What follows belongs to an exercise in optimizing a design on an open flow for small area and a short achievable clock period; a production flow would make more cautious choices. In this exercise RTL edits were held to simulation tests only and were not proved equivalent to the original. Power and IR drop assume default switching activity.

==> flow/design.v <==
package sd_sector_buffer_pkg;
   localparam int unsigned SD_SECTOR_BYTES = 512;
   localparam int unsigned SSB_TMR_W       = 25;
   typedef enum logic [1:0] {
      SSB_IDLE  = 2'd0,
      SSB_ISSUE = 2'd1,
      SSB_FILL  = 2'd2,
      SSB_DONE  = 2'd3
   } ssb_state_e;
endpackage
module ssb_byte_ram #(
   parameter int unsigned DEPTH = 512,
   parameter int unsigned AW    = 9
) (
   input  logic          i_clk,
   input  logic          i_we,
   input  logic [AW-1:0] i_waddr,
   input  logic [7:0]    i_wdata,
   input  logic [AW-1:0] i_raddr,
   output logic [7:0]    o_rdata
);
   logic [7:0] r_mem [DEPTH];
   logic [7:0] r_rdata;
   always_ff @(posedge i_clk) begin
      if (i_we) r_mem[i_waddr] <= i_wdata;
      r_rdata <= r_mem[i_raddr];
   end
   assign o_rdata = r_rdata;
endmodule
module sd_sector_buffer #(
   parameter int unsigned SECTOR_BYTES   = sd_sector_buffer_pkg::SD_SECTOR_BYTES,
   parameter int unsigned IDX_W          = 9
) (
   input  logic             clk,
   input  logic             reset_n,
   input  logic             cmd_read,
   input  logic [31:0]      cmd_addr,
   input  logic             sd_ready,
   input  logic             sd_byte_available,
   input  logic [7:0]       sd_dout,
   output logic             sd_rd,
   output logic [31:0]      sd_address,
   input  logic [IDX_W-1:0] rd_index,
   output logic [7:0]       rd_data,
   output logic             sector_valid,
   output logic             busy,
   output logic             error
);
   sd_sector_buffer_pkg::ssb_state_e       r_state, w_state_nxt;
   logic [IDX_W-1:0] r_count;
   logic             r_byte_av_d;
   logic [31:0]      r_sd_address;
   logic             r_sector_valid, r_busy, r_error, r_rd_en;
   logic             w_rise, w_sd_rd, w_accept, w_drop, w_we, w_last;
   logic             w_timeout, w_tmo_hit;
   logic [7:0]       w_ram_q;
   assign w_rise = sd_byte_available & ~r_byte_av_d;
   assign w_last = (r_count == '1);
   assign w_tmo_hit = 1'b0;
   always_ff @(posedge clk or negedge reset_n) begin
      if (!reset_n) r_state <= sd_sector_buffer_pkg::SSB_IDLE;
      else          r_state <= w_state_nxt;
   end
   always_comb begin
      w_state_nxt = r_state;
      w_sd_rd     = 1'b0;
      w_accept    = 1'b0;
      w_drop      = 1'b0;
      w_we        = 1'b0;
      w_timeout   = 1'b0;
      case (r_state)
         sd_sector_buffer_pkg::SSB_IDLE, sd_sector_buffer_pkg::SSB_DONE: begin
            if (cmd_read) begin
               w_accept    = 1'b1;
               w_state_nxt = sd_sector_buffer_pkg::SSB_ISSUE;
            end
         end
         sd_sector_buffer_pkg::SSB_ISSUE: begin
            w_drop = cmd_read;
            if (sd_ready) begin
               w_sd_rd     = 1'b1;
               w_state_nxt = sd_sector_buffer_pkg::SSB_FILL;
            end else if (w_tmo_hit) begin
               w_timeout   = 1'b1;
               w_state_nxt = sd_sector_buffer_pkg::SSB_IDLE;
            end
         end
         sd_sector_buffer_pkg::SSB_FILL: begin
            w_drop = cmd_read;
            if (w_rise) begin
               w_we = 1'b1;
               if (w_last) w_state_nxt = sd_sector_buffer_pkg::SSB_DONE;
            end else if (w_tmo_hit) begin
               w_timeout   = 1'b1;
               w_state_nxt = sd_sector_buffer_pkg::SSB_IDLE;
            end
         end
         default: w_state_nxt = sd_sector_buffer_pkg::SSB_IDLE;
      endcase
   end
   always_ff @(posedge clk or negedge reset_n) begin
      if (!reset_n) begin
         r_count        <= '0;
         r_byte_av_d    <= 1'b0;
         r_sd_address   <= '0;
         r_sector_valid <= 1'b0;
         r_busy         <= 1'b0;
         r_error        <= 1'b0;
         r_rd_en        <= 1'b0;
      end else begin
         r_byte_av_d <= sd_byte_available;
         r_rd_en     <= 1'b1;
         if (w_accept) begin
            r_sd_address   <= cmd_addr;
            r_sector_valid <= 1'b0;
            r_error        <= 1'b0;
            r_busy         <= 1'b1;
            r_count        <= '0;
         end
         if (w_drop) r_error <= 1'b1;
         if (w_we) begin
            r_count <= r_count + 1'b1;
            if (w_last) begin
               r_sector_valid <= 1'b1;
               r_busy         <= 1'b0;
            end
         end
         if (w_timeout) begin
            r_busy         <= 1'b0;
            r_sector_valid <= 1'b0;
            r_error        <= 1'b1;
         end
      end
   end
   ssb_byte_ram #(
      .DEPTH (SECTOR_BYTES),
      .AW    (IDX_W)
   ) u_ram (
      .i_clk   (clk),
      .i_we    (w_we),
      .i_waddr (r_count),
      .i_wdata (sd_dout),
      .i_raddr (rd_index),
      .o_rdata (w_ram_q)
   );
   assign rd_data      = r_rd_en ? w_ram_q : '0;
   assign sd_rd        = w_sd_rd;
   assign sd_address   = r_sd_address;
   assign sector_valid = r_sector_valid;
   assign busy         = r_busy;
   assign error        = r_error;
endmodule
==> flow/run.sh <==
#!/bin/bash
# synth_recipe.tcl (not shown) runs the flow's synth.tcl, then flattens the netlist and writes it again
# the make line also repeats each setting of config.mk as NAME=value (left out here)
make -C /OpenROAD-flow-scripts/flow DESIGN_CONFIG=/design/flow/config.mk WORK_HOME=/design/flow/orfs CLKGATE_MAP_FILE= SYNTH_SCRIPT=/design/flow/synth_recipe.tcl finish
==> flow/config.mk <==
export PLATFORM = sky130hd
export DESIGN_NAME = sd_sector_buffer
export DESIGN_NICKNAME = sd_sector_buffer
export VERILOG_FILES = /design/flow/design.v
export SDC_FILE = /design/flow/constraint.sdc
export NUM_CORES = 4
export LEC_CHECK = 0
export CAP_MARGIN = 20
export CORE_MARGIN = 2
export CORE_UTILIZATION = 40
export SLEW_MARGIN = 20
==> flow/constraint.sdc <==
create_clock -name core_clock -period 4.0 [get_ports {clk}]
set_input_delay 0.8000 -clock core_clock [delete_from_list [all_inputs] [get_ports {clk}]]
set_output_delay 0.8000 -clock core_clock [all_outputs]
set_load 0.01 [all_outputs]
==> summary.txt <==
==> worst max-delay path by stage <==
stage,from,end,slack [ps]
floorplan,rd_index[0],u_ram.r_rdata[0],940
global placement,rd_index[5],u_ram.r_rdata[7],-730
detailed placement,rd_index[1],u_ram.r_rdata[7],-350
CTS,r_rd_en,rd_data[6],440
global route,r_rd_en,rd_data[6],490
finish,r_rd_en,rd_data[5],470
==> per-stage QoR <==
step | power [mW] | utilization, % | instances | worst slack [ps] | setup TNS (ps)
after floorplan | 51.8 | - | 8225 | 943 | 0
after global placement | 54.6 | 43.7 | 14402 | -732 | -1210
after CTS | 92.1 | 46.9 | 15131 | 439 | 0
after detailed placement | 54.7 | 43.7 | 14402 | -351 | -998
after global routing | 94.0 | 46.9 | 15148 | 490 | 0
final | 91.6 | 46.9 | 15154 | 466 | 0
==> logic make-up after synthesis <==
| kind of cell | after synthesis | share of synthesized area, % |
|---|---|---|
| compound gates | 869 | 3.76 |
| simple gates | 1214 | 3.40 |
| other cells | 1 | 0.00228 |
| fa+ha+maj | 7 | 0.0532 |
| buf+inv | 529 | 2.53 |
| flops | 4152 | 75.6 |
| mux | 1453 | 14.7 |
==> critical path, delay by kind of cell, from the launching register on <==
family                 cells  cell delay, ps
and+or+nand+nor            1             410
DFF                        1             730
buffers and inverters      1             600
==> per-layer routing <==
layer	global-route usage, %	up-vias	wire, um
met5	0	-	43
met4	6.98	6	15700
met3	3.94	755	36200
met2	34.7	3993	218000
met1	28.6	45935	181000
li1	-	36480	-
==> power breakdown <==
group	switching, mW	internal [mW]	leakage (nW)
sequential	0.135	48.0	37.4
combinational	3.48	2.22	19.3
clock	16.2	21.5	6.35
==> cell usage after synthesis (all sizes together) (6+ instances only) <==
cell and instances:
clkbuf 234, o221ai 209, buf 284, nand3 69
mux4 714, o21a 15, a211o 9, o22ai 225
inv 10, nor4 46, a31oi 21, nor3 149
nand2 165, dfrtp 48, o22a 6, o31ai 8
mux2 40, nand4 26, a2111oi 19, nor2b 11
and3 15, nand2b 13, ha 7, o211ai 9
edfxtp 4096, a22o 8, mux2i 699, a21oi 104
or3 19, o32ai 7, a211oi 69, nor4b 14
dfxtp 8, a221oi 7, o21ai 119, nand3b 6
nand4b 6, and2 31, nor2 605, or2 14
==> cell usage in the layout, fill, tap and decap left out, drive strengths merged, types with 165 or more instances in the layout <==
cell,count
buf,1163
clkbuf,473
clkinv,178
edfxtp,4096
mux2i,699
mux4,714
nand2,165
nor2,605
o221ai,209
o22ai,225
==> layout make-up <==
cell class	instances	area, um2
Fill cell	33688	218000
Sequential cell	4152	124000
Multi-Input combinational cell	3544	36200
Timing Repair Buffer	1246	11500
Clock buffer	473	10300
Tap cell	5451	6820
Clock inverter	255	2680
Antenna cell	22	55.1
Inverter	11	53.8
==> state kept, by name, indices dropped and copies added, names as in the netlist <==
name	flops
r_busy	1
u_ram.r_mem	4096
r_count	9
r_error	1
r_rd_en	1
r_sd_address	32
r_state	2
u_ram.r_rdata	8
r_sector_valid	1
r_byte_av_d	1
==> impl_metrics.py <==
metrics = {
    "critical_path": {
        "crit_type": "reg2out",
        "crit_arrival_ps": 2730,
        "crit_required_ps": 3200,
        "worst-path-max-fanout": 8,
        "startpoint_type": "register",
        "cp_slowest_cell": "dfrtp_1",
        "r2r_slack_ps": 1040,
        "slowest_delay_ps": 730,
        "end_kind": "primary output",
        "reg2reg_to": "u_ram.r_mem[234][1]",
        "r2r_cells": 5,
        "r2r-start": "r_count[6]",
        "crit_chain": "and2_1 > clkdlybuf4s50_1",
    },
    "clocking": {
        "holdBufCountCts": 1,
        "clkLatencyLatePin_ps": 990,
        "cts_tree": "done",
        "h-tree-depth": 5,
        "cts_made_buffers": 396,
        "post_cts_buffers": 0,
        "clock-root-buffer": "clkbuf_16",
        "cts_buffer_depth": 4,
        "post_cts_resized": 0,
        "clkSinkCount": 4152,
        "clkTransAtPathRegs_ps": 60,
    },
    "logic_synthesis": {
        "synthTopCellsByArea": "edfxtp_1 75%, mux4_2 7.6%, mux2i_1 4.3%",
        "syn_avg_cell_area_um2": 20.0,
        "yosys_warnings": 2,
        "synth_flop_cell": "edfxtp_1",
        "async_flop_share_pct": 1.16,
        "synth.ff_latch_count": 4152,
        "yosysUniqueCellTypes": 93,
        "ys_seq_area_share_pct": 75.6,
        "synth_top_area_share_pct": 74.8,
        "synth_cells": 8225,
        "synth.largest_area_cell": "edfxtp_1",
        "synth-edff-count": 4096,
        "syn_area_um2": 165000,
        "syn_nets": 8286,
    },
    "die": {
        "die_h_um": 645,
        "start_util_pct": 40.2,
        "rows": 235,
        "die_area_um2": 416000,
        "io_pins": 98,
        "core_um2": 410000,
        "die_w_um": 645,
    },
    "global_routing": {
        "grt_max_degree": 163,
        "grt_pass1_wl_mm": 641,
        "grt_use_total_pct": 21.2,
        "grt-ovfl-total": 0,
        "grt_pass1_vias": 87585,
        "antenna_found_initial": 29,
    },
    "worst_hold_path": {
        "hp-class": "in2reg",
        "min-delay-start": "sd_dout[1]",
        "min_delay_path_depth": 1,
        "hold_path_end": "u_ram.r_mem[101][1]",
    },
    "sta": {
        "setup_viol": 0,
        "hold_viol_final": 0,
        "fin_crit_sh_pct": 88.3,
        "slew-limit-headroom_pct": 19.9,
        "fin_crit_ps": 3530,
        "worst_hold_slack_ps": 280,
        "drv_slew": 0,
        "worstMarginPinSlew_ps": 1200,
        "skew_ps": 50.7,
        "rsz0062_at_grt": "false",
        "max_freq_mhz": 283,
    },
    "place": {
        "placed_area_um2": 179000,
        "gp_congestion": 0.972,
        "portBuffers": 97,
        "hpwlAfterDp_mm": 294,
    },
    "detailed_routing": {
        "drtIter0Drc": 10875,
        "via_per_inst": 5.75,
        "wl_per_cell_um": 29.7,
        "via_count": 87169,
        "postRouteAntennaNets": 0,
        "wl_mm": 451,
        "route.detailed.drc": 0,
        "first_pass_iters": 7,
    },
    "job": {
        "maxCapViolCount": 0,
    },
    "run_status": {
        "status": "no timing/DRC/antenna violations",
    },
    "power_and_ir_drop": {
        "ir_drop_v": 0.000399,
        "power.density_nw_per_um2": 477,
        "p_leak_nw": 63.1,
    },
    "layout": {
        "drive_gt1_share_pct": 25.0,
        "area_growth_pct": 16.7,
        "nets": 9412,
        "final_cell_area_um2": 192000,
    },
}

-- afterwards: timing with drivers on the ports --
The flow's constraints put no driver on any port. The routed layout listed below was extracted and timed again, unchanged, in two steps.
Step 1, drivers: a clkbuf_16 drives clk and a buf_2 each remaining input, both assumed.
Step 2 also shifts input and output timing later by t, the mid clock arrival at the registers, as if the neighbouring blocks saw the same clock.
a / b / c = no drivers / after step 1 / after step 2; a / b = the first two.
t (ns): 1.065
slack for setup (ns): 0.466 / 0.371 / -0.422
latest minus earliest clock arrival (ns): 0.058 / 0.058
worst register clock-pin slew, ns: 0.07 / 0.07
With both steps, setup timing fails in this run, where it was met with ideal ports. The setup slack of this run moves by -0.095 ns with the drivers and by -0.888 ns with both steps.
